From an optimization exercise on the open Yosys and OpenROAD flow, aimed at small area, a short achievable clock period and few clock cycles; shortcuts taken in it are not production practice. In this exercise RTL edits were held to simulation tests only and were not proved equivalent to the original.

## JK
Design billiard_motion_advance, start of the top module:
module billiard_motion_advance (
    input  logic        aclk,
    input  logic        aresetn,
    input  logic        s_tvalid,
    output logic        s_tready,
    input  logic [47:0] s_tdata,    
    input  logic        s_tuser,    
    output logic        m_tvalid,
    input  logic        m_tready,
    output logic [119:0] m_tdata,   
    output logic        m_tuser,    
    input  logic        cfg_valid,
    output logic        cfg_ready,
    input  logic [2:0]  cfg_index,
    input  logic [31:0] cfg_data
);
For scale: roughly 6,100 cells after synthesis, roughly 590 flip-flops, roughly 210 I/O pins, ~47,000 um2 of cells after synthesis.
==> flow/config.mk <==
export PLATFORM = sky130hd
export DESIGN_NAME = billiard_motion_advance
export DESIGN_NICKNAME = billiard_motion_advance
export VERILOG_FILES = /design/flow/design.v
export SDC_FILE = /design/flow/constraint.sdc
export NUM_CORES = 4
export LEC_CHECK = 0
export CAP_MARGIN = 20
export CORE_MARGIN = 2
export CORE_UTILIZATION = 40
export SLEW_MARGIN = 20
==> flow/constraint.sdc <==
create_clock -name core_clock -period 13.0 [get_ports {aclk}]
set_input_delay 2.6000 -clock core_clock [delete_from_list [all_inputs] [get_ports {aclk}]]
set_output_delay 2.6000 -clock core_clock [all_outputs]
set_load 0.01 [all_outputs]
run.sh (not shown) runs the stock make flow with config.mk's settings and CLKGATE_MAP_FILE= SYNTH_SCRIPT=/design/flow/synth_recipe.tcl, a recipe that flattens the netlist after the stock synthesis.
Testbench counts of JK, summed over its fixed seeds: cycles 98,686.
What MS does differently from JK at the input level:
==> flow/flow/run.sh (new file) <==
#!/bin/bash
set -euo pipefail
bash standard.sh SETUP_SLACK_MARGIN=7.5 finish > standard_flow.log 2>&1
==> flow/standard.sh (new file) <==
#!/bin/bash
# synth_recipe.tcl (not shown) runs the flow's synth.tcl, then flattens the netlist and writes it again
# the make line also repeats each setting of config.mk as NAME=value (left out here)
make -C /OpenROAD-flow-scripts/flow DESIGN_CONFIG=/design/flow/config.mk WORK_HOME=/design/flow/orfs CLKGATE_MAP_FILE= SYNTH_SCRIPT=/design/flow/synth_recipe.tcl "${@:-finish}"
removed: flow/run.sh
Results
JK vs MS, beginning of the critical path: state_reg[1] vs u_x.nf_reg. Compared with JK, MS shows a higher number of non-clock buffers. MS went all the way through synthesis, placement and routing and the layout is clean on timing, DRC and antenna. Final routed wire length divided by cell count for MS is higher than for JK. Maximum clock frequency up 0.059 GHz in MS wrt JK. Per the comparison of MS with JK, clock period minus final worst setup slack down 2.51 ns; utilization up 0.51 points; number of DRC violations after detailed-routing iteration 0 up 85; logic depth of the worst setup path including buffers down 10; wire length up about 2%.

Setup of 09-18:
billiard_motion_advance, a different RTL version from the one above (not shown whole).
Size: roughly 6200 cells after synthesis, roughly 590 flip-flops, about 48000 µm² of cells after synthesis.
==> flow/config.mk <==
export PLATFORM = sky130hd
export DESIGN_NAME = billiard_motion_advance
export DESIGN_NICKNAME = billiard_motion_advance
export VERILOG_FILES = /design/flow/design.v
export SDC_FILE = /design/flow/constraint.sdc
export NUM_CORES = 4
export LEC_CHECK = 0
export CAP_MARGIN = 20
export CORE_MARGIN = 2
export CORE_UTILIZATION = 40
export SLEW_MARGIN = 20
==> flow/constraint.sdc <==
create_clock -name core_clock -period 13.0 [get_ports {aclk}]
set_input_delay 2.6000 -clock core_clock [delete_from_list [all_inputs] [get_ports {aclk}]]
set_output_delay 2.6000 -clock core_clock [all_outputs]
set_load 0.01 [all_outputs]
Stock flow here: none of the scripts above is used.
Testbench counts of 09-18, summed over its fixed seeds: cycles 98,686.
--- input diff 09-18..12-07 ---
-- flow/config.mk --
<<< 09-18, line 9
export CORE_MARGIN = 2
export CORE_UTILIZATION = 40
export SLEW_MARGIN = 20
>>> 12-07, line 9
export CORE_MARGIN = 2
export CORE_UTILIZATION = 60
export PLACE_DENSITY = 0.7
export SLEW_MARGIN = 20
==> comparison <==
Detailed-route wire length on metal 1 of 12-07 falls short of that of 09-18 by more than 10%. The register-to-register slack of 12-07 exceeds that of 09-18 by 690 ps. 12-07 vs 09-18, instance count: 12-07 lower. 12-07 -> 09-18: number of cells on the worst hold path delta 0, exact match. [compare] base=09-18 new=12-07: design area lower; routed wire length lower; largest net degree at the start of global routing higher; number of fillers in the final layout lower; length in cells of the worst reg-to-reg path higher. Measured against each other, 12-07 and 09-18 differ in worst path required time, the higher figure coming from 09-18.

-- what the ideal ports hide --
In the flow no input, the clock included, has a driving cell. The finished layouts below were timed again as built, in two steps. Step 1 (the two cells are an assumption about what drives the block):
set clk [get_ports {aclk}]
set_driving_cell -lib_cell sky130_fd_sc_hd__clkbuf_16 $clk
set_driving_cell -lib_cell sky130_fd_sc_hd__buf_2 [delete_from_list [all_inputs] $clk]
Step 2 also shifts input and output timing later by t, the mid clock arrival at the registers, as if the neighbouring blocks saw the same clock. a / b / c = ideal ports / drivers / drivers and shift; a / b = the first two.
| run | shift t [ns] | setup WS [ns] | latest minus earliest clock arrival (ns) |
|---|---|---|---|
| JK | 0.767 | 5.098 / 5.098 / 5.098 | 0.044 / 0.044 |
| MS | 0.768 | 7.604 / 7.604 / 7.231 | 0.031 / 0.031 |
| 09-18 | 0.727 | 5.509 / 5.509 / 5.509 | 0.030 / 0.030 |
| 12-07 | 0.716 | 6.196 / 6.196 / 6.196 | 0.026 / 0.027 |
After both steps setup and hold are still met in every run listed. For MS, which loses most, drivers alone change the setup slack by 0.000 ns; drivers and shift together by -0.373 ns.
